Background: an optimization exercise with open tools, aiming at small area, a short achievable clock period and few clock cycles per item. Do not read the settings as production practice.
RTL that was checked went through simulation tests only; none was proved equivalent to the original.
No functional check of the RTL was part of runs 4 and 5.

## flow/design.v (module list and top-level ports; edited modules follow where they fit)
// module hft_macd_engine_mc: 225 lines
// module csa_fast: 1126 lines
// module csa_slow: 1109 lines
// module csa_sig: 1674 lines
// module csa_m3: 444 lines
// module csa_t3: 306 lines
// module adder_sk_51: 628 lines
// module adder_sk_64: 784 lines
// module adder_sk_65: 927 lines
// module macd_fa: 10 lines
// module macd_ha: 9 lines
module hft_macd_engine_mc #(
   parameter int N_CH            = 4,
   parameter int PRICE_W         = 32,
   parameter int FRAC_W          = 16,
   parameter int ALPHA_FAST      = 10181,
   parameter int ALPHA_SLOW      = 4854,
   parameter int ALPHA_SIG       = 13107,
   parameter int HYST            = 0,
   parameter int WARMUP_TICKS    = 26,
   parameter int STOP_LOSS_PTS   = 50,
   parameter int TAKE_PROFIT_PTS = 100
) (
   input  logic                              clk,
   input  logic                              reset,
   input  logic                              tick_valid,
   output logic                              tick_ready,
   input  logic [$clog2(N_CH)-1:0]           tick_ch,
   input  logic signed [PRICE_W-1:0]         tick_price,
   input  logic                              trade_en,
   output logic                              order_valid,
   input  logic                              order_ready,
   output logic [$clog2(N_CH)-1:0]           order_ch,
   output logic [1:0]                        order_side,
   output logic signed [PRICE_W-1:0]         order_price
);
  // ...
==> flow/run.sh <==
#!/bin/bash
# synth_recipe.tcl (not shown) runs the flow's synth.tcl, then flattens the netlist and writes it again
# the make line also repeats each setting of config.mk as NAME=value (left out here)
make -C /OpenROAD-flow-scripts/flow DESIGN_CONFIG=/design/flow/config.mk WORK_HOME=/design/flow/orfs CLKGATE_MAP_FILE= SYNTH_SCRIPT=/design/flow/synth_recipe.tcl finish
==> flow/config.mk <==
export PLATFORM = sky130hd
export DESIGN_NAME = hft_macd_engine_mc
export DESIGN_NICKNAME = hft_macd_engine_mc
export VERILOG_FILES = /design/flow/design.v
export SDC_FILE = /design/flow/constraint.sdc
export NUM_CORES = 4
export LEC_CHECK = 0
export ABC_AREA = 1
export CAP_MARGIN = 60
export CORE_MARGIN = 2
export CORE_UTILIZATION = 60
export SLEW_MARGIN = 60
export SYNTH_HIERARCHICAL = 1
==> flow/constraint.sdc <==
create_clock -name core_clock -period 17.0 [get_ports {clk}]
set_input_delay 3.4000 -clock core_clock [delete_from_list [all_inputs] [get_ports {clk}]]
set_output_delay 3.4000 -clock core_clock [all_outputs]
set_load 0.01 [all_outputs]
==> metrics.md, run 1 <==
| Metric | Value |
|---|---|
| Hold_ws | `approximately 0.42 ns` |
| Flop2flop setup slack | `between 10 and 15 ns` |
| Initial Util | `0.603` |
| Root Buffer | `clkbuf_16` |
| Signal buffers share of area | `0.0211` |
| Most common cell after layout, fill and taps aside | `nand2_1` |
| Type of the worst min-delay path | `reg2reg` |
| Seq_cells | `between 1,000 and 1,500` |
| Top delay family on crit path | `adder cells` |
| Crit Path Category | `reg2reg` |
| Congestion Overflow GR | `0` |
| P&R area growth vs syn | `9.00%` |
| CP peak stage delay | `around 0.66 ns` |
| Max-cap violations | `0` |
| Met3 Use GR | `0.0573` |
| GR Util met2 | `0.520` |
| Setup Slack @ Placement | `roughly 11 ns` |
| Post-layout util | `0.657` |
| Mapped Area | `slightly above 100,000 µm²` |
| Status | `no timing/DRC/antenna violations` |
| DR WL met2 | `around 130 mm` |
| Initial antenna violation count | `7` |
| Multi-input gate share of total cell area | `0.492` |
| TritonCTS clock tree | `done` |
| Via Count | `68,600` |
| F_max | `approximately 0.16 GHz` |
Testbench counts, summed over its fixed seeds: cycles 24,040, ticks 24,000.
==> run 2: changes to the inputs <==
==> flow/flow/run.sh (new file) <==
#!/bin/bash
set -euo pipefail
cd "$(dirname "$0")/.."
bash standard.sh SETUP_SLACK_MARGIN=11.5 finish > flow_make.log 2>&1
==> flow/standard.sh (new file) <==
#!/bin/bash
# synth_recipe.tcl (not shown) runs the flow's synth.tcl, then flattens the netlist and writes it again
# the make line also repeats each setting of config.mk as NAME=value (left out here)
make -C /OpenROAD-flow-scripts/flow DESIGN_CONFIG=/design/flow/config.mk WORK_HOME=/design/flow/orfs CLKGATE_MAP_FILE= SYNTH_SCRIPT=/design/flow/synth_recipe.tcl "${@:-finish}"
removed: flow/run.sh
==> run 2 against run 1 <==
- still clean
- hold slack better by 0.011 ns
- sequential share of layout area shrank 1.9 points
- final area grew 5.4%
- final cell count is 3.7% higher
- die area stayed put
- setup slack better by 0.56 ns
- sequential cell count did not move
- non-clock buffer count up 440
- largest cell class unchanged
==> metrics.md, run 2 <==
| Metric | Value |
|---|---|
| Status | `no timing/DRC/antenna violations` |
| Worst EP arrival | `6.07 ns` |
| # hold bufs at CTS | `0` |
| Largest register FFs | `between 150 and 200` |
| Avg WL per Cell | `23.7 µm` |
| CP cell instances | `buf_6 -> fa_1 -> fa_2 -> fa_2 -> fa_2 -> fa_2 -> ha_4 -> nand2_1 -> nand2_1 -> a21oi_2 -> nand2_2 -> a21oi_4 -> nand2_8 -> buf_12 -> buf_4 -> nand2_1 -> nand2_1 -> nand2_2 -> nand2_4 -> a22oi_2 -> inv_1` |
| Max-cap violations | `0 (unchanged)` |
| Crit end category | `flop` |
| DRT antenna net count | `0` |
| IO Port Bufs | `76` |
| Global Route Usage Sum | `0.335` |
| Die Ht | `~420 µm` |
| Final min period | `between 5 and 6 ns` |
| Placed instance area | `~110,000 µm²` |
| Storage element area | `42,100 µm²` |
| Dpl hpwl | `around 220 mm` |
| Post-synthesis area per instance | `approximately 11 µm²` |
| Largest net degree at the start of global routing | `89` |
| CP peak stage delay | `0.62 ns (-0.04 ns)` |
| Final setup violating endpoints | `0` |
| Vias in the first global route | `71,400` |
| Worst-path maximum fanout | `7` |
| IO Count | `77` |
| Setup TNS | `0 ns` |
| Multi-input logic area | `roughly 58,000 µm²` |
| # H-tree levels | `4` |
| Clock Latency Late Sink | `slightly above 0.8 ns` |
| Root Buffer | `clkbuf_16` |
| Syn Inst Count | `~9,300` |
| Fin nets | `11,800` |
| Crit Path Category | `reg2reg` |
| P&R area growth vs syn | `14.9%` |
| Required @ worst endpoint | `17.56 ns` |
| Final Non-Filler Cells | `about 12,000` |
| Fin crit share | `0.324` |
| Max Buffers Root-to-Sink | `3` |
| Largest regs | `sig_q (196), fast_q (192), slow_q (192)` |
| Unrepaired setup endpoints after global routing | `true` |
| Final Max Tran Viols | `0` |
| Mapped Area | `103,000 µm² (unchanged)` |
| Tightest Pin Transition | `about 0.70 ns` |
| Die W | `~420 µm` |
| Type of the worst min-delay path | `reg2reg` |
| Critical Path Slowest Stage Cell | `fa_2` |
| Ys Warns | `13` |
| FP Rows | `152` |
| Most frequent cells in the layout | `2,158 x nand2_1, 1,374 x edfxtp_1, 1,286 x fa_1, 1,206 x inv_1, 486 x buf_4` |
| Clock Sink Count | `around 1,400` |
| TritonCTS clock tree | `done` |
| Vias per inst | `5.77` |
| Placed cells | `11,600` |
| Clock-pin slew on the worst setup and hold paths | `0.06 ns` |
| Iteration count of the initial detailed-routing pass | `7` |
| DRC viols | `0` |
| Final Instance Area | `119,000 µm²` |
| FILL cells | `around 12,000` |
| Initial antenna violation count | `7 (unchanged)` |
| Most flops, register | `sig_q` |
| Initial Util | `0.603 (unchanged)` |
| Congestion Overflow GR | `0 (unchanged)` |
| First-pass GRT wire length | `between 400 and 500 mm` |
| Max_slew headroom | `0.534` |
| Routed WL | `around 290 mm` |
| Routability cong. | `0.980` |
| Top delay family on crit path | `adder cells` |
| Post-layout util | `0.692 (+0.0354)` |
| Most common cell after layout, fill and taps aside | `nand2_1` |
| F_max | `0.182 GHz (+10%)` |
| Crit start category | `flop` |
| Final Hold Violating Endpoints | `0` |
| CORE AREA | `about 170,000 µm²` |
| CTS Buf Count | `154` |
| Die Area | `roughly 180,000 µm²` |
| Via Count | `71,000 (+3.5%)` |
| CP bufs+invs | `4` |
| Clock skew | `0.0734 ns` |
| Share of layout cells above drive strength 1 | `0.151` |
| DR iter-0 viols | `between 6,000 and 7,000` |
## run 2: cell types whose count changed in the layout (fill, tap and decap cells not counted), sizes merged, moves of 3 or more
cell | before | now
nand2 | 2364 | 2373
clkbuf | 182 | 190
bufinv | 13 | 16
clkinv | 76 | 61
buf | 139 | 575
clkinvlp | 9 | 12
## run 2: worst paths after layout
path / cells after the start / slack, ns / endpoint / start
min in group asynchronous: 3 / 2.99 / ov_q$_DFFE_PP0P_ / reset
max: 21 / 11.50 / g3_q[37]$_DFFE_PN_ / g3_q[11]$_DFFE_PN_
min: 0 / 0.43 / ok3_q$_DFFE_PN_ / ok2_q$_DFFE_PN_
max reg2reg: 21 / 11.50 / g3_q[37]$_DFFE_PN_ / g3_q[11]$_DFFE_PN_
min reg2reg: 0 / 0.43 / ok3_q$_DFFE_PN_ / ok2_q$_DFFE_PN_
max in group asynchronous: 3 / 13.70 / qf_q$_DFF_PP0_ / reset
## run 2: metal layers
metal,vias to the layer above,GRT usage,share of wire
li1,31700,-,-
met1,35700,0.465,0.40
met5,-,0,0.000086
met2,2983,0.534,0.47
met3,555,0.0678,0.087
met4,4,0.111,0.036
## run 2: stage by stage
stage | worst slack (ns) | hold WS (ns)
2_1_floorplan | 11.36 | 0.400
3_3_place_gp | 10.90 | 0.405
3_5_place_dp | 10.93 | 0.410
4_1_cts | 11.43 | 0.432
5_1_grt | 11.37 | 0.439
6_report | 11.50 | 0.427
## run 2: area by class of cell
| class | count | area share |
|---|---|---|
| Antenna cell | 2 | 0.0000422 |
| Clock buffer | 185 | 0.0339 |
| Clock inverter | 93 | 0.00951 |
| Inverter | 1239 | 0.0394 |
| Multi-Input combinational cell | 6417 | 0.488 |
| Sequential cell | 1409 | 0.355 |
| Tap cell | 2310 | 0.0244 |
| Timing Repair Buffer | 656 | 0.0495 |
## run 2: what timing repair did
action	CTS	global route
gates cloned	5	4
endpoints found under the setup margin	305	374
pin swaps	46	226
resized for setup	118	389
buffers inserted	269	177
## run 2: worst reg2reg max path, stage by stage (launching register included)
cell,delay (ns)
edfxtp_1,0.52
buf_6,0.18
fa_1,0.51
fa_2,0.56
fa_2,0.48
fa_2,0.62
fa_2,0.47
ha_4,0.28
nand2_1,0.08
nand2_1,0.06
a21oi_2,0.13
nand2_2,0.12
a21oi_4,0.26
nand2_8,0.10
buf_12,0.17
buf_4,0.16
nand2_1,0.07
nand2_1,0.07
nand2_2,0.09
nand2_4,0.06
a22oi_2,0.21
inv_1,0.07
==> run 3: changes to the inputs <==
==> flow/run.sh (new file) <==
#!/bin/bash
# synth_recipe.tcl (not shown) runs the flow's synth.tcl, then flattens the netlist and writes it again
# the make line also repeats each setting of config.mk as NAME=value (left out here)
make -C /OpenROAD-flow-scripts/flow DESIGN_CONFIG=/design/flow/config.mk WORK_HOME=/design/flow/orfs CLKGATE_MAP_FILE= SYNTH_SCRIPT=/design/flow/synth_recipe.tcl finish
--- a/flow/config.mk
+++ b/flow/config.mk
@@ -9,5 +9,7 @@
 export CAP_MARGIN = 60
 export CORE_MARGIN = 2
 export CORE_UTILIZATION = 60
+export CTS_CLUSTER_DIAMETER = 120
+export CTS_CLUSTER_SIZE = 25
 export SLEW_MARGIN = 60
 export SYNTH_HIERARCHICAL = 1
removed: flow/flow/run.sh
removed: flow/standard.sh
==> run 3 against run 2 <==
- setup slack worse by 0.62 ns
- fmax is 10% lower
- still clean
- sequential cell count stayed put
- non-clock buffer count is 440 lower
- sequential share of layout area is 3.0 points higher
- synthesized cell count stayed put
- critical path type unchanged
- die area stayed put
- final cell count is 5.1% lower
- final area is 7.8% lower
==> metrics.md, run 3 <==
| Metric | Value |
|---|---|
| Crit Path Category | `reg2reg` |
| Vias per inst | `5.79 (+0.38%)` |
| Final Max Tran Viols | `0 (unchanged)` |
| # hold bufs at CTS | `0 (unchanged)` |
| Fin crit share | `0.360 (+0.0364)` |
| Max_slew headroom | `0.559 (+0.0253)` |
| Fin nets | `11,300 (-4.5%)` |
| Most frequent cells in the layout | `2,272 x nand2_1, 1,374 x edfxtp_1, 1,336 x fa_1, 1,211 x inv_1, 541 x ha_1` |
| Dpl hpwl | `220 mm (-0.17%)` |
| Die W | `419 µm (unchanged)` |
| Initial antenna violation count | `8 (+1)` |
| FILL cells | `13,400 (+8.2%)` |
| Top sig layer | `met5` |
| Clock skew | `0.0442 ns (-0.0292 ns)` |
| Required @ worst endpoint | `17.47 ns (-0.09 ns)` |
| IO Port Bufs | `76 (unchanged)` |
| Setup TNS | `0 ns (unchanged)` |
| Metal3 WL | `21.4 mm (-16%)` |
| Post-synthesis area per instance | `11.1 µm² (unchanged)` |
| First-pass GRT wire length | `420 mm (-3.2%)` |
| Root Buffer | `clkbuf_16` |
| DR iter-0 viols | `6,571 (+0.50%)` |
| Tightest Pin Transition | `0.661 ns (-0.0379 ns)` |
| CTS Buf Count | `68 (-56%)` |
| Post-CTS Setup Inserts | `0 (-100%)` |
| Final Hold Violating Endpoints | `0 (unchanged)` |
| DR WL met2 | `129 mm (-6.5%)` |
| Top delay family on crit path | `adder cells` |
| IO Count | `77 (unchanged)` |
| R2R depth | `16 (-24%)` |
| Largest net degree at the start of global routing | `92 (+3.4%)` |
| Ys Warns | `13 (unchanged)` |
| P&R area growth vs syn | `5.96%` |
| TritonCTS clock tree | `done` |
| Die Ht | `419 µm (unchanged)` |
| Crit end category | `flop` |
| Crit start category | `flop` |
| Global Route Usage Sum | `0.323 (-0.0116)` |
| Status | `no timing/DRC/antenna violations` |
| Iteration count of the initial detailed-routing pass | `8 (+1)` |
| Critical path depth | `16 (-24%)` |
| Final min period | `6.12 ns (+0.618 ns)` |
| # H-tree levels | `3 (-1)` |
| Worst EP arrival | `6.59 ns (+0.52 ns)` |
| Clock Latency Late Sink | `0.74 ns (-0.08 ns)` |
| Initial Util | `0.603 (unchanged)` |
| CP peak stage delay | `0.66 ns (+0.04 ns)` |
| Largest register FFs | `196 (unchanged)` |
| Syn Inst Count | `9,295 (unchanged)` |
| Congestion Overflow GR | `0 (unchanged)` |
| Routed WL | `275 mm (-5.8%)` |
| Routability cong. | `0.973 (-0.69%)` |
| Avg WL per Cell | `23.6 µm (-0.69%)` |
| Most flops, register | `sig_q` |
| Most common cell after layout, fill and taps aside | `nand2_1` |
| Final setup violating endpoints | `0 (unchanged)` |
| CTS resizes | `0 (-100%)` |
| Type of the worst min-delay path | `reg2reg` |
| Sum of routed wire segments on met1 | `117 mm (-0.79%)` |
| Max-cap violations | `0 (unchanged)` |
| DRC viols | `0 (unchanged)` |
| Largest regs | `sig_q (196), fast_q (192), slow_q (192)` |
| CP cell instances | `fa_1 -> fa_1 -> fa_1 -> fa_1 -> fa_1 -> ha_1 -> nand2_1 -> nor3_1 -> nand2_1 -> nand2_1 -> buf_4 -> nand2_1 -> nand2_4 -> fa_1 -> a22oi_1 -> inv_1` |
| CORE AREA | `171,000 µm² (unchanged)` |
| Vias in the first global route | `68,700 (-3.7%)` |
| Share of layout cells above drive strength 1 | `0.0541 (-0.0966)` |
| Clock-pin slew on the worst setup and hold paths | `0.10 ns (+0.04 ns)` |
| Unrepaired setup endpoints after global routing | `false` |
| DRT antenna net count | `0 (unchanged)` |
| Die Area | `175,000 µm² (unchanged)` |
| Mapped Area | `103,000 µm² (unchanged)` |
| CP bufs+invs | `2 (-2)` |
| F_max | `0.163 GHz (-10%)` |
| Most used cell along the critical path | `fa_1` |
| Clock Sink Count | `1,409 (unchanged)` |
| Critical Path Slowest Stage Cell | `fa_1` |
| FP Rows | `152 (unchanged)` |
| Max Buffers Root-to-Sink | `3 (unchanged)` |
| Via Count | `67,600 (-4.8%)` |
| Hold Path Depth | `0 (unchanged)` |
| Worst-path maximum fanout | `32 (+25)` |
-- run 3: cell types whose count changed in the layout (fill, tap and decap cells not counted), moves of 81 or more --
cell,previous run,this run
buf_4,486,70
clkbuf_16,156,71
a22oi_2,88,0
a22oi_1,58,146
nand2_2,148,67
nand2_1,2158,2272
-- run 3: metal layers --
layer,GRT usage,up-vias
li1,-,30500
met1,0.467,34000
met2,0.517,2751
met3,0.0488,384
met4,0.0871,6
met5,0,-
-- run 3: cell type report --
cell class | count | area (µm²) | area share
inverter | 1239 | 4670 | 0.0427
timing repair buffer | 216 | 2380 | 0.0218
clock buffer | 85 | 1830 | 0.0167
multi-input combinational | 6408 | 55300 | 0.506
tap | 2310 | 2890 | 0.0264
antenna | 2 | 5.00 | 0.0000457
clock inverter | 12 | 156 | 0.00143
sequential | 1409 | 42100 | 0.385
-- run 3: through the flow --
| stage | area (µm²) | setup slack [ns] | util | hold slack, ns | cells |
|---|---|---|---|---|---|
| after floorplan | 103000 | 7.18 | - | 0.400 | 9301 |
| after global placement | 106000 | 10.93 | 0.619 | 0.409 | 11500 |
| after detailed placement | 107000 | 10.95 | 0.625 | 0.407 | 11600 |
| after CTS | 109000 | 10.92 | 0.637 | 0.440 | 11700 |
| after global routing | 109000 | 10.60 | 0.638 | 0.452 | 11700 |
| final | 109000 | 10.88 | 0.638 | 0.441 | 11700 |
-- run 3: path summary, 6_finish.rpt --
check | from | endpoint | slack [ns]
min in group asynchronous | reset | warm_q[1][1]$_DFFE_PP0P_ | 3.04
min | ok2_q$_DFFE_PN_ | ok3_q$_DFFE_PN_ | 0.44
max | g3n_q[13]$_DFFE_PN_ | g3_q[16]$_DFFE_PN_ | 10.88
max in group asynchronous | reset | qf_q$_DFF_PP0_ | 13.65
max reg2reg | g3n_q[13]$_DFFE_PN_ | g3_q[16]$_DFFE_PN_ | 10.88
min reg2reg | ok2_q$_DFFE_PN_ | ok3_q$_DFFE_PN_ | 0.44
==> module hft_macd_engine_mc, before the edit <==
module hft_macd_engine_mc #(
   parameter int N_CH            = 4,
   parameter int PRICE_W         = 32,
   parameter int FRAC_W          = 16,
   parameter int ALPHA_FAST      = 10181,
   parameter int ALPHA_SLOW      = 4854,
   parameter int ALPHA_SIG       = 13107,
   parameter int HYST            = 0,
   parameter int WARMUP_TICKS    = 26,
   parameter int STOP_LOSS_PTS   = 50,
   parameter int TAKE_PROFIT_PTS = 100
) (
   input  logic                              clk,
   input  logic                              reset,
   input  logic                              tick_valid,
   output logic                              tick_ready,
   input  logic [$clog2(N_CH)-1:0]           tick_ch,
   input  logic signed [PRICE_W-1:0]         tick_price,
   input  logic                              trade_en,
   output logic                              order_valid,
   input  logic                              order_ready,
   output logic [$clog2(N_CH)-1:0]           order_ch,
   output logic [1:0]                        order_side,
   output logic signed [PRICE_W-1:0]         order_price
);
   localparam int CH_W   = $clog2(N_CH);
   localparam int E_W    = PRICE_W + FRAC_W;       
   localparam int M_W    = E_W + 1;                
   localparam int WARM_W = $clog2(WARMUP_TICKS + 1);
   localparam logic [WARM_W-1:0] WARM_MAX = WARM_W'(WARMUP_TICKS);
   localparam logic [1:0] POS_FLAT = 2'd0, POS_LONG = 2'd1, POS_SHORT = 2'd2;
   logic [E_W-1:0]     fast_q  [N_CH];
   logic [E_W-1:0]     slow_q  [N_CH];
   logic [M_W-1:0]     sig_q   [N_CH];
   logic [WARM_W-1:0]  warm_q  [N_CH];     
   logic [1:0]         pos_q   [N_CH];
   logic [PRICE_W-1:0] entry_q [N_CH];
   logic               rdy_q, qf_q;
   logic               v0_q, v1_q, v2_q, v3_q;
   logic [CH_W-1:0]    ch0_q, ch1_q, ch2_q, ch3_q;
   logic [PRICE_W-1:0] px0_q, px1_q, px2_q, px3_q;
   logic               te0_q, te1_q, te2_q, te3_q;
   logic [E_W-1:0]     f1_q, s1_q, f1n_q, s1n_q;    
   logic [WARM_W-1:0]  w1_q;
   logic [E_W-1:0]     f2_q, s2_q;
   logic               first2_q, first3_q, ok2_q, ok3_q;
   logic [M_W+1:0]     m3_3_q;
   logic [M_W-1:0]     g3_q, g3n_q;
   logic [3:0]         fe3_q, fp3_q;
   logic               fwd3_q;
   logic               ov_q;
   logic [CH_W-1:0]    och_q, qch_q;
   logic [1:0]         oside_q, qside_q;
   logic [PRICE_W-1:0] opx_q, qpx_q;
   wire run = !qf_q;
   wire acc = tick_valid && rdy_q;
   assign tick_ready  = rdy_q;
   assign order_valid = ov_q;
   assign order_ch    = och_q;
   assign order_side  = oside_q;
   assign order_price = opx_q;
   logic [63:0]       sf1, ss1;
   logic [E_W-1:0]    fast_n, slow_n;
   logic [WARM_W-1:0] warm_n;
   logic              seen1;
   csa_fast u_fast (.acc(f1_q), .nacc(f1n_q), .px(px1_q), .s(sf1));
   csa_slow u_slow (.acc(s1_q), .nacc(s1n_q), .px(px1_q), .s(ss1));
   always_comb begin
      seen1  = (w1_q != '0);
      fast_n = sf1[63:16];
      slow_n = ss1[63:16];
      warm_n = !seen1 ? WARM_W'(1) : (w1_q == WARM_MAX) ? WARM_MAX : w1_q + 1'b1;
   end
   logic [N_CH-1:0] fwdv, seenv;
   always_comb begin
      for (int i = 0; i < N_CH; i++) begin
         fwdv[i]  = v1_q && (ch1_q == i);
         seenv[i] = (warm_q[i] != '0);
      end
   end
   wire fwd1  = fwdv[ch0_q];
   wire seen0 = seenv[ch0_q];
   wire [E_W-1:0] p0 = {px0_q, {FRAC_W{1'b0}}};
   logic [M_W+1:0]  m3_2;
   logic [PRICE_W-1:0] e2;
   logic signed [PRICE_W:0] de2, dp2;
   logic [3:0]      fe2, fp2;
   csa_m3 u_m3 (.f(f2_q), .s(s2_q), .o(m3_2));
   assign e2    = entry_q[ch2_q];
   assign de2   = $signed({px2_q[PRICE_W-1], px2_q}) - $signed({e2[PRICE_W-1], e2});
   assign dp2   = $signed({px2_q[PRICE_W-1], px2_q}) - $signed({px3_q[PRICE_W-1], px3_q});
   assign fe2 = {de2 >= TAKE_PROFIT_PTS, de2 <= -TAKE_PROFIT_PTS, de2 >= STOP_LOSS_PTS, de2 <= -STOP_LOSS_PTS};
   assign fp2 = {dp2 >= TAKE_PROFIT_PTS, dp2 <= -TAKE_PROFIT_PTS, dp2 >= STOP_LOSS_PTS, dp2 <= -STOP_LOSS_PTS};
   logic [64:0]        sg3;
   logic [M_W-1:0]     sig_n;
   logic [M_W+2:0]     t3a, t3b;
   logic [M_W+2:0]     xp3, xn3;
   logic [1:0]         p3, pos_n;
   logic [3:0]         f3;
   logic               hpos, hneg, hit, is_long, is_short, is_flat, set_entry;
   logic [1:0]         side;
   csa_sig u_sig (.acc(g3_q), .nacc(g3n_q), .m(m3_3_q), .s(sg3));
   csa_t3 u_t3 (.m(m3_3_q), .g(g3_q), .ng(g3n_q), .ra(t3a), .rb(t3b));
   assign xp3 = t3a + t3b - (M_W+3)'(3);    
   assign xn3 = t3a + t3b + (M_W+3)'(5);    
   always_comb begin
      sig_n = sg3[64:16];    
      hpos  = !xp3[M_W+2];
      hneg  = xn3[M_W+2];
      p3    = pos_q[ch3_q];
      f3    = fwd3_q ? fp3_q : fe3_q;
      is_long  = (p3 == POS_LONG);
      is_short = (p3 == POS_SHORT);
      is_flat  = (p3 == POS_FLAT);
      hit   = 1'b1;
      side  = 2'b11;
      pos_n = POS_FLAT;
      set_entry = 1'b0;
      if ((is_long && f3[0]) || (is_short && f3[1])) begin
      end else if ((is_long && f3[3]) || (is_short && f3[2])) begin
      end else if (is_long && hneg) begin
         side = 2'b10;
      end else if (is_short && hpos) begin
         side = 2'b01;
      end else if (is_flat && te3_q && hpos) begin
         side = 2'b01; pos_n = POS_LONG; set_entry = 1'b1;
      end else if (is_flat && te3_q && hneg) begin
         side = 2'b10; pos_n = POS_SHORT; set_entry = 1'b1;
      end else begin
         hit = 1'b0;
      end
      if (!(v3_q && ok3_q)) hit = 1'b0;
   end
   always_ff @(posedge clk) begin
      for (int i = 0; i < N_CH; i++) begin
         if (run && v1_q && ch1_q == i) begin
            fast_q[i] <= fast_n;
            slow_q[i] <= slow_n;
         end
         if (run && v3_q && ch3_q == i) sig_q[i] <= sig_n;
         if (run && v3_q && is_flat && ch3_q == i) entry_q[i] <= px3_q;
      end
   end
   always_ff @(posedge clk or posedge reset) begin
      if (reset) begin
         for (int i = 0; i < N_CH; i++) begin
            warm_q[i] <= '0;
            pos_q[i]  <= POS_FLAT;
         end
      end else begin
         for (int i = 0; i < N_CH; i++) begin
            if (run && v1_q && ch1_q == i) warm_q[i] <= warm_n;
            if (run && hit && ch3_q == i) pos_q[i] <= pos_n;
         end
      end
   end
   always_ff @(posedge clk) begin
      if (run) begin
         ch0_q <= tick_ch;  px0_q <= tick_price;  te0_q <= trade_en;
         ch1_q <= ch0_q;    px1_q <= px0_q;       te1_q <= te0_q;
         f1_q  <= fwd1 ? fast_n : seen0 ? fast_q[ch0_q] : p0;
         s1_q  <= fwd1 ? slow_n : seen0 ? slow_q[ch0_q] : p0;
         f1n_q <= ~(fwd1 ? fast_n : seen0 ? fast_q[ch0_q] : p0);
         s1n_q <= ~(fwd1 ? slow_n : seen0 ? slow_q[ch0_q] : p0);
         w1_q  <= fwd1 ? warm_n : warm_q[ch0_q];
         ch2_q <= ch1_q;    px2_q <= px1_q;       te2_q <= te1_q;
         first2_q <= !seen1; ok2_q <= (warm_n == WARM_MAX);
         f2_q  <= fast_n;   s2_q <= slow_n;
         ch3_q <= ch2_q;    px3_q <= px2_q;       te3_q <= te2_q;
         first3_q <= first2_q; ok3_q <= ok2_q;
         m3_3_q <= m3_2;
         g3_q  <= (v3_q && ch3_q == ch2_q) ? sig_n : first2_q ? '0 : sig_q[ch2_q];
         g3n_q <= ~((v3_q && ch3_q == ch2_q) ? sig_n : first2_q ? '0 : sig_q[ch2_q]);
         fe3_q <= fe2;
         fp3_q <= fp2;
         fwd3_q <= v3_q && is_flat && (ch3_q == ch2_q);
      end
   end
   wire pop    = ov_q && order_ready;
   wire neword = run && hit;
   logic qf_n;
   always_comb begin
      if (qf_q) qf_n = !pop;
      else      qf_n = neword && ov_q && !pop;
   end
   always_ff @(posedge clk or posedge reset) begin
      if (reset) begin
         rdy_q <= 1'b0;
         qf_q  <= 1'b0;
         v0_q  <= 1'b0;
         v1_q  <= 1'b0;
         v2_q  <= 1'b0;
         v3_q  <= 1'b0;
         ov_q  <= 1'b0;
      end else begin
         rdy_q <= !qf_n;
         qf_q  <= qf_n;
         if (run) begin
            v0_q <= acc;
            v1_q <= v0_q;
            v2_q <= v1_q;
            v3_q <= v2_q;
         end
         if (qf_q) begin
            if (pop) ov_q <= 1'b1;
         end else if (neword) begin
            if (!ov_q || pop) ov_q <= 1'b1;
         end else if (pop) begin
            ov_q <= 1'b0;
         end
      end
   end
   always_ff @(posedge clk) begin
      if (qf_q) begin
         if (pop) begin
            och_q <= qch_q; oside_q <= qside_q; opx_q <= qpx_q;
         end
      end else begin
         if (!ov_q || pop) begin
            och_q <= ch3_q; oside_q <= side; opx_q <= px3_q;
         end
         qch_q <= ch3_q; qside_q <= side; qpx_q <= px3_q;
      end
   end
endmodule
==> run 4: changes to the inputs <==
--- a/flow/design.v
+++ b/flow/design.v
@@ -42,7 +42,6 @@
    logic               te0_q, te1_q, te2_q, te3_q;
    logic [E_W-1:0]     f1_q, s1_q, f1n_q, s1n_q;    
    logic [WARM_W-1:0]  w1_q;
-   logic [E_W-1:0]     f2_q, s2_q;
    logic               first2_q, first3_q, ok2_q, ok3_q;
    logic [M_W+1:0]     m3_3_q;
    logic [M_W-1:0]     g3_q, g3n_q;
@@ -85,7 +84,7 @@
    logic [PRICE_W-1:0] e2;
    logic signed [PRICE_W:0] de2, dp2;
    logic [3:0]      fe2, fp2;
-   csa_m3 u_m3 (.f(f2_q), .s(s2_q), .o(m3_2));
+   csa_m3 u_m3 (.f(fast_q[ch2_q]), .s(slow_q[ch2_q]), .o(m3_2));
    assign e2    = entry_q[ch2_q];
    assign de2   = $signed({px2_q[PRICE_W-1], px2_q}) - $signed({e2[PRICE_W-1], e2});
    assign dp2   = $signed({px2_q[PRICE_W-1], px2_q}) - $signed({px3_q[PRICE_W-1], px3_q});
@@ -165,7 +164,6 @@
          w1_q  <= fwd1 ? warm_n : warm_q[ch0_q];
          ch2_q <= ch1_q;    px2_q <= px1_q;       te2_q <= te1_q;
          first2_q <= !seen1; ok2_q <= (warm_n == WARM_MAX);
-         f2_q  <= fast_n;   s2_q <= slow_n;
          ch3_q <= ch2_q;    px3_q <= px2_q;       te3_q <= te2_q;
          first3_q <= first2_q; ok3_q <= ok2_q;
          m3_3_q <= m3_2;
--- a/flow/config.mk
+++ b/flow/config.mk
@@ -9,7 +9,5 @@
 export CAP_MARGIN = 60
 export CORE_MARGIN = 2
 export CORE_UTILIZATION = 60
-export CTS_CLUSTER_DIAMETER = 120
-export CTS_CLUSTER_SIZE = 25
 export SLEW_MARGIN = 60
 export SYNTH_HIERARCHICAL = 1
==> run 4 against run 3 <==
- die area down 0.51%
- synthesized cell count is 5.1% higher
- first-iteration DRC count increased by 3.7%
- hold slack worse by 0.018 ns
- register-to-register slack worse by 0.09 ns
- sequential cell count shrank 96
- critical path type unchanged
- utilization rose by 1.8 points
- via count rose by 5.7%
- highest routed layer unchanged
- setup slack lost 0.086 ns
- wire length up 4.6%
==> metrics.md, run 4 <==
| Metric | Value |
|---|---|
| Iteration count of the initial detailed-routing pass | `7 (-1)` |
| DR iter-0 viols | `6,817 (+3.7%)` |
| Share of layout cells above drive strength 1 | `0.0666 (+0.0125)` |
| Initial Util | `0.605 (+0.00285)` |
| F_max | `0.161 GHz (-1.4%)` |
| Clock skew | `0.0337 ns (-0.0105 ns)` |
| Status | `no timing/DRC/antenna violations` |
| TritonCTS clock tree | `done` |
| Via Count | `71,500 (+5.7%)` |
| Vias in the first global route | `71,900 (+4.7%)` |
| Mapped Area | `103,000 µm² (-0.52%)` |
| Routability cong. | `0.940 (-3.3%)` |
| Avg WL per Cell | `23.6 µm (+0.24%)` |
| Crit start category | `flop` |
| Post-layout util | `0.657 (+0.0182)` |
| DRT antenna net count | `0 (unchanged)` |
| First-pass GRT wire length | `439 mm (+4.4%)` |
| Placed instance area | `106,000 µm² (-0.62%)` |
| Setup TNS | `0 ns (unchanged)` |
| Final Instance Area | `111,000 µm² (+1.8%)` |
| Ys Warns | `19 (+6)` |
| Worst EP arrival | `6.74 ns (+0.15 ns)` |
| Post-synthesis area per instance | `10.5 µm² (-5.3%)` |
| Most used cell along the critical path | `nand2_1` |
| CP bufs+invs | `2 (unchanged)` |
| Worst-path maximum fanout | `32 (unchanged)` |
| CP cell instances | `fa_1 -> fa_1 -> fa_1 -> fa_1 -> fa_1 -> ha_1 -> nand2_1 -> inv_1 -> nand2_1 -> nand2_1 -> a21oi_1 -> nand2_2 -> nand2_2 -> nand2_4 -> nand2_1 -> nand2_1 -> nand2_1 -> nand2_1 -> a22oi_1 -> inv_1` |
| FP Rows | `151 (-0.66%)` |
| CP peak stage delay | `0.66 ns (about the same)` |
| Vias per inst | `5.87 (+1.3%)` |
| Critical Path Slowest Stage Cell | `fa_1` |
| Root Buffer | `clkbuf_16` |
| Final min period | `6.21 ns (+0.0865 ns)` |
| Largest register FFs | `196 (unchanged)` |
| Final Non-Filler Cells | `12,200 (+4.3%)` |
| Largest regs | `sig_q (196), fast_q (192), slow_q (192)` |
| Clock Latency Late Sink | `0.80 ns (+0.06 ns)` |
| Crit end category | `flop` |
| P&R area growth vs syn | `8.47%` |
| # H-tree levels | `4 (+1)` |
| IO Count | `77 (unchanged)` |
| CTS resizes | `0 (unchanged)` |
| Max-cap violations | `0 (unchanged)` |
| Max_slew headroom | `0.567 (+0.00740)` |
| CORE AREA | `170,000 µm² (-0.99%)` |
| Required @ worst endpoint | `17.53 ns (+0.06 ns)` |
| Max Buffers Root-to-Sink | `3 (unchanged)` |
| IO Port Bufs | `76 (unchanged)` |
| Crit Path Category | `reg2reg` |
| Die W | `418 µm (-0.26%)` |
| Most flops, register | `sig_q` |
| Fin crit share | `0.365 (+0.00509)` |
| DRC viols | `0 (unchanged)` |
| Global Route Usage Sum | `0.338 (+0.0152)` |
| Initial antenna violation count | `3 (-5)` |
| Final Hold Violating Endpoints | `0 (unchanged)` |
| Syn Inst Count | `9,768 (+5.1%)` |
| Fin nets | `11,800 (+4.6%)` |
| Post-CTS Setup Inserts | `0 (unchanged)` |
| Most common cell after layout, fill and taps aside | `nand2_1` |
| ANT cells | `0 (-2)` |
| Placed cells | `11,900 (+3.0%)` |
| Tightest Pin Transition | `0.650 ns (-0.0111 ns)` |
| Clock Sink Count | `1,313 (-6.8%)` |
| CTS Buf Count | `142 (+110%)` |
| Die Area | `175,000 µm² (-0.51%)` |
| Final setup violating endpoints | `0 (unchanged)` |
| Die Ht | `418 µm (-0.26%)` |
| Most frequent cells in the layout | `2,666 x nand2_1, 1,336 x fa_1, 1,278 x edfxtp_1, 1,233 x inv_1, 541 x ha_1` |
| Final Max Tran Viols | `0 (unchanged)` |
| Top delay family on crit path | `adder cells` |
| Dpl hpwl | `225 mm (+2.0%)` |
| Clock-pin slew on the worst setup and hold paths | `0.06 ns (-0.04 ns)` |
| # hold bufs at CTS | `0 (unchanged)` |
| Congestion Overflow GR | `0 (unchanged)` |
| Largest net degree at the start of global routing | `102 (+11%)` |
| Unrepaired setup endpoints after global routing | `false` |
| Type of the worst min-delay path | `reg2reg` |
| Routed WL | `288 mm (+4.6%)` |
## run 4: per-layer routing
layer / GRT usage / part of all wire
met5: 0 / 0.00011
met3: 0.0731 / 0.092
met4: 0.115 / 0.036
met1: 0.475 / 0.41
met2: 0.528 / 0.46
## run 4: final cells by class
type | instances | area, µm²
Inverter | 1269 | 4780
Sequential cell | 1313 | 39300
Tap cell | 2218 | 2780
Clock inverter | 88 | 960
Fill cell | 13200 | 58200
Multi-Input combinational cell | 6904 | 57500
Timing Repair Buffer | 226 | 2420
Clock buffer | 171 | 3740
## run 4: path summary, 6_finish.rpt
kind	from	end	slack [ns]	cells after the start
worst min-delay path	te1_q$_DFFE_PN_	te2_q$_DFFE_PN_	0.42	0
worst max-delay path	g3n_q[13]$_DFFE_PN_	g3_q[41]$_DFFE_PN_	10.79	20
worst min register to register	te1_q$_DFFE_PN_	te2_q$_DFFE_PN_	0.42	0
max in group asynchronous	reset	warm_q[0][0]$_DFFE_PP0P_	13.61	3
min in group asynchronous	reset	pos_q[3][1]$_DFFE_PP0P_	3.02	3
worst max register to register	g3n_q[13]$_DFFE_PN_	g3_q[41]$_DFFE_PN_	10.79	20
## run 4: metrics by stage
stage,hold slack (ns),worst slack (ns)
after floorplan,0.400,0.464
after global routing,0.425,10.54
after global placement,0.406,10.29
final,0.423,10.79
after CTS,0.421,10.81
after detailed placement,0.405,10.83
==> run 5: changes to the inputs <==
--- a/flow/design.v
+++ b/flow/design.v
@@ -42,11 +42,11 @@
    logic               te0_q, te1_q, te2_q, te3_q;
    logic [E_W-1:0]     f1_q, s1_q, f1n_q, s1n_q;    
    logic [WARM_W-1:0]  w1_q;
+   logic [E_W-1:0]     f2_q, s2_q;
    logic               first2_q, first3_q, ok2_q, ok3_q;
    logic [M_W+1:0]     m3_3_q;
    logic [M_W-1:0]     g3_q, g3n_q;
-   logic [3:0]         fe3_q, fp3_q;
-   logic               fwd3_q;
+   logic [3:0]         fe3_q;
    logic               ov_q;
    logic [CH_W-1:0]    och_q, qch_q;
    logic [1:0]         oside_q, qside_q;
@@ -82,14 +82,13 @@
    wire [E_W-1:0] p0 = {px0_q, {FRAC_W{1'b0}}};
    logic [M_W+1:0]  m3_2;
    logic [PRICE_W-1:0] e2;
-   logic signed [PRICE_W:0] de2, dp2;
-   logic [3:0]      fe2, fp2;
-   csa_m3 u_m3 (.f(fast_q[ch2_q]), .s(slow_q[ch2_q]), .o(m3_2));
-   assign e2    = entry_q[ch2_q];
+   logic signed [PRICE_W:0] de2;
+   logic [3:0]      fe2;
+   csa_m3 u_m3 (.f(f2_q), .s(s2_q), .o(m3_2));
+   wire   flat3 = (pos_q[ch3_q] == POS_FLAT);
+   assign e2    = (v3_q && flat3 && ch3_q == ch2_q) ? px3_q : entry_q[ch2_q];
    assign de2   = $signed({px2_q[PRICE_W-1], px2_q}) - $signed({e2[PRICE_W-1], e2});
-   assign dp2   = $signed({px2_q[PRICE_W-1], px2_q}) - $signed({px3_q[PRICE_W-1], px3_q});
    assign fe2 = {de2 >= TAKE_PROFIT_PTS, de2 <= -TAKE_PROFIT_PTS, de2 >= STOP_LOSS_PTS, de2 <= -STOP_LOSS_PTS};
-   assign fp2 = {dp2 >= TAKE_PROFIT_PTS, dp2 <= -TAKE_PROFIT_PTS, dp2 >= STOP_LOSS_PTS, dp2 <= -STOP_LOSS_PTS};
    logic [64:0]        sg3;
    logic [M_W-1:0]     sig_n;
    logic [M_W+2:0]     t3a, t3b;
@@ -107,7 +106,7 @@
       hpos  = !xp3[M_W+2];
       hneg  = xn3[M_W+2];
       p3    = pos_q[ch3_q];
-      f3    = fwd3_q ? fp3_q : fe3_q;
+      f3    = fe3_q;
       is_long  = (p3 == POS_LONG);
       is_short = (p3 == POS_SHORT);
       is_flat  = (p3 == POS_FLAT);
@@ -164,14 +163,13 @@
          w1_q  <= fwd1 ? warm_n : warm_q[ch0_q];
          ch2_q <= ch1_q;    px2_q <= px1_q;       te2_q <= te1_q;
          first2_q <= !seen1; ok2_q <= (warm_n == WARM_MAX);
+         f2_q  <= fast_n;   s2_q <= slow_n;
          ch3_q <= ch2_q;    px3_q <= px2_q;       te3_q <= te2_q;
          first3_q <= first2_q; ok3_q <= ok2_q;
          m3_3_q <= m3_2;
          g3_q  <= (v3_q && ch3_q == ch2_q) ? sig_n : first2_q ? '0 : sig_q[ch2_q];
          g3n_q <= ~((v3_q && ch3_q == ch2_q) ? sig_n : first2_q ? '0 : sig_q[ch2_q]);
          fe3_q <= fe2;
-         fp3_q <= fp2;
-         fwd3_q <= v3_q && is_flat && (ch3_q == ch2_q);
       end
    end
    wire pop    = ov_q && order_ready;
--- a/flow/config.mk
+++ b/flow/config.mk
@@ -9,5 +9,7 @@
 export CAP_MARGIN = 60
 export CORE_MARGIN = 2
 export CORE_UTILIZATION = 60
+export CTS_CLUSTER_DIAMETER = 120
+export CTS_CLUSTER_SIZE = 25
 export SLEW_MARGIN = 60
 export SYNTH_HIERARCHICAL = 1
==> run 5 against run 4 <==
- sequential share of layout area is 4.0 points higher
- count of clock-buffer cells in the layout is 86 lower
- final area is 4.0% lower
- critical path depth is 3 lower
- highest routed layer unchanged
- area after synthesis is 1.5% lower
- global-route usage is 1.9 points lower
- synthesized cell count is 7.8% lower
==> metrics.md, run 5 <==
| Metric | Value |
|---|---|
| Multi-input logic area | `53,600 µm² (-6.8%)` |
| Status | `no timing/DRC/antenna violations` |
| Type of the worst min-delay path | `reg2reg` |
| Final min period | `6.10 ns (-0.109 ns)` |
| Syn Inst Count | `9,008 (-7.8%)` |
| Clock skew | `0.0443 ns (+0.0106 ns)` |
| FP Rows | `150 (-0.66%)` |
| Routed WL | `269 mm (-6.8%)` |
| CTS Buf Count | `66 (-54%)` |
| Unrepaired setup endpoints after global routing | `false` |
| Hold Path Depth | `0 (unchanged)` |
| Clock Latency Late Sink | `0.75 ns (-0.05 ns)` |
| Setup Slack @ Placement | `10.96 ns (+0.137 ns)` |
| DRT antenna net count | `0 (unchanged)` |
| Placed cells | `11,200 (-6.2%)` |
| Crit end category | `flop` |
| IO Count | `77 (unchanged)` |
| Avg WL per Cell | `23.8 µm (+0.79%)` |
| Required @ worst endpoint | `17.43 ns (-0.10 ns)` |
| Fin nets | `10,900 (-7.2%)` |
| Final Max Tran Viols | `0 (unchanged)` |
| R2R depth | `17 (-15%)` |
| Placed instance area | `105,000 µm² (-1.4%)` |
| ANT cells | `0 (unchanged)` |
| Clock-pin slew on the worst setup and hold paths | `0.10 ns (+0.04 ns)` |
| Worst EP arrival | `6.53 ns (-0.21 ns)` |
| # H-tree levels | `3 (-1)` |
| Initial Util | `0.605 (about the same)` |
| Final Hold Violating Endpoints | `0 (unchanged)` |
| CTS resizes | `0 (unchanged)` |
| Initial antenna violation count | `5 (+2)` |
| Setup TNS | `0 ns (unchanged)` |
| Max-cap violations | `0 (unchanged)` |
| Die W | `415 µm (-0.76%)` |
| Max Buffers Root-to-Sink | `3 (unchanged)` |
| Most frequent cells in the layout | `2,382 x nand2_1, 1,369 x edfxtp_1, 1,335 x fa_1, 1,155 x inv_1, 509 x ha_1` |
| IO Port Bufs | `76 (unchanged)` |
| Global Route Usage Sum | `0.320 (-0.0188)` |
| Fin crit share | `0.359 (-0.00639)` |
| DR iter-0 viols | `5,571 (-18%)` |
| Final Instance Area | `107,000 µm² (-4.0%)` |
| Hold_ws | `0.435 ns (+0.0121 ns)` |
| Die Ht | `415 µm (-0.76%)` |
| Final setup violating endpoints | `0 (unchanged)` |
| DRC viols | `0 (unchanged)` |
| Largest regs | `sig_q (196), fast_q (192), slow_q (192)` |
| Most common cell after layout, fill and taps aside | `nand2_1` |
| Worst hold endpoint | `te1_q$_DFFE_PN_` |
| Share of layout cells above drive strength 1 | `0.0516 (-0.0150)` |
| FF-to-FF End | `g3n_q[17]$_DFFE_PN_` |
| Worst hold start | `te0_q$_DFFE_PN_` |
| Storage element area | `42,000 µm² (+7.0%)` |
| Worst-path maximum fanout | `32 (unchanged)` |
| Die Area | `172,000 µm² (-1.5%)` |
| Crit start category | `flop` |
| FILL cells | `13,100 (-0.21%)` |
| Clock Sink Count | `1,404 (+6.9%)` |
| Congestion Overflow GR | `0 (unchanged)` |
| Vias per inst | `5.78 (-1.4%)` |
| RR Startpoint | `g3n_q[5]$_DFFE_PN_` |
| Flop2flop setup slack | `10.90 ns (+0.11 ns)` |
| Routability cong. | `0.975 (+3.7%)` |
| Largest register FFs | `196 (unchanged)` |
| Ys Warns | `13 (-6)` |
| CORE AREA | `167,000 µm² (-1.4%)` |
| Largest net degree at the start of global routing | `107 (+4.9%)` |
| Via Count | `65,200 (-8.9%)` |
| # hold bufs at CTS | `0 (unchanged)` |
| Most flops, register | `sig_q` |
| Mapped Area | `101,000 µm² (-1.5%)` |
| F_max | `0.164 GHz (+1.8%)` |
| Iteration count of the initial detailed-routing pass | `6 (-1)` |
| Final Non-Filler Cells | `11,300 (-7.5%)` |
| Dpl hpwl | `212 mm (-5.8%)` |
| P&R area growth vs syn | `5.75%` |
| Final setup margin | `10.90 ns (+0.109 ns)` |
| Post-layout util | `0.640 (-0.0171)` |
| Root Buffer | `clkbuf_16` |
| Post-CTS Setup Inserts | `0 (unchanged)` |
| Max_slew headroom | `0.568 (+0.00189)` |
| TritonCTS clock tree | `done` |
| Vias in the first global route | `66,600 (-7.5%)` |
| Tightest Pin Transition | `0.641 ns (-0.00960 ns)` |
| Post-synthesis area per instance | `11.2 µm² (+6.8%)` |
| First-pass GRT wire length | `408 mm (-6.9%)` |
| Crit Path Category | `reg2reg` |
==> run 5: changes by cell type in the layout (fill, tap and decap cells not counted), moves of 21 or more <==
cell | previous run | this run
inv_1 | 1233 | 1155
a221oi_1 | 7 | 35
a21oi_1 | 416 | 357
nand4_1 | 301 | 211
edfxtp_1 | 1278 | 1369
nand2_1 | 2666 | 2382
o21ai_0 | 165 | 76
clkinv_2 | 24 | 3
nor2_1 | 423 | 336
xnor2_1 | 44 | 21
ha_1 | 541 | 509
clkbuf_16 | 144 | 66
==> run 5: critical path: stages (launching register included) <==
cell and delay (ns):
edfxtp_1 0.66, fa_1 0.53, fa_1 0.57, fa_1 0.47
fa_1 0.61, fa_1 0.44, ha_1 0.32, nand2_1 0.13
inv_1 0.05, nand2_1 0.06, nand2_1 0.05, a21oi_1 0.15
nand2_2 0.24, nand2_2 0.16, nand2_4 0.27, fa_1 0.51
xor2_1 0.38, a22oi_1 0.19
==> run 5: final cells by class <==
class,count,area share
inverter,1184,0.0418
tap,2204,0.0258
sequential,1404,0.393
multi-input combinational,6177,0.501
timing repair buffer,210,0.0220
clock buffer,85,0.0162
clock inverter,7,0.000573
==> run 5: per-layer routing <==
layer / vias up / track usage / part of all wire
li1: 29500 / - / -
met1: 32900 / 0.450 / 0.42
met2: 2356 / 0.519 / 0.48
met3: 376 / 0.0536 / 0.073
met4: 6 / 0.0892 / 0.030
met5: - / 0 / 0.00018
==> run 5: worst max-delay path by stage <==
stage	from	endpoint	slack [ns]	cells past startpoint
2_1_floorplan	qf_q$_DFF_PP0_	warm_q[1][1]$_DFFE_PP0P_	7.23	6
6_report	g3n_q[5]$_DFFE_PN_	g3n_q[17]$_DFFE_PN_	10.90	17
5_1_grt	g3n_q[5]$_DFFE_PN_	g3n_q[17]$_DFFE_PN_	10.53	17
3_3_place_gp	px1_q[0]$_DFFE_PN_	f1n_q[17]$_DFFE_PN_	11.00	15
3_5_place_dp	g3n_q[5]$_DFFE_PN_	g3n_q[17]$_DFFE_PN_	10.96	17
4_1_cts	g3n_q[5]$_DFFE_PN_	g3n_q[17]$_DFFE_PN_	10.89	17

==> port drivers added, routing unchanged <==
How much do the figures lean on ideal ports? The routed layouts below were timed once more, with nothing changed but the port constraints. Step 1: set_driving_cell puts a clkbuf_16 on clk and a buf_2 on each other input, an assumption about the parent block. Step 2, shift: input delay + t, output delay - t, t = (earliest + latest rising clock arrival at the registers) / 2. This alone moves slack from input paths to output paths. a / b / c = no drivers / after step 1 / after step 2; a / b = the first two.
run	shift t [ns]	setup slack, ns	hold WS [ns]
run 1	0.899	10.936 / 10.936 / 10.936	0.416 / 0.416 / 0.416
run 2	0.879	11.496 / 11.496 / 11.496	0.427 / 0.427 / 0.427
run 3	0.822	10.878 / 10.878 / 10.878	0.441 / 0.441 / 0.441
run 4	0.875	10.791 / 10.791 / 10.791	0.423 / 0.423 / 0.423
run 5	0.799	10.900 / 10.900 / 10.900	0.435 / 0.435 / 0.435
After both steps setup and hold are still met in every run listed.
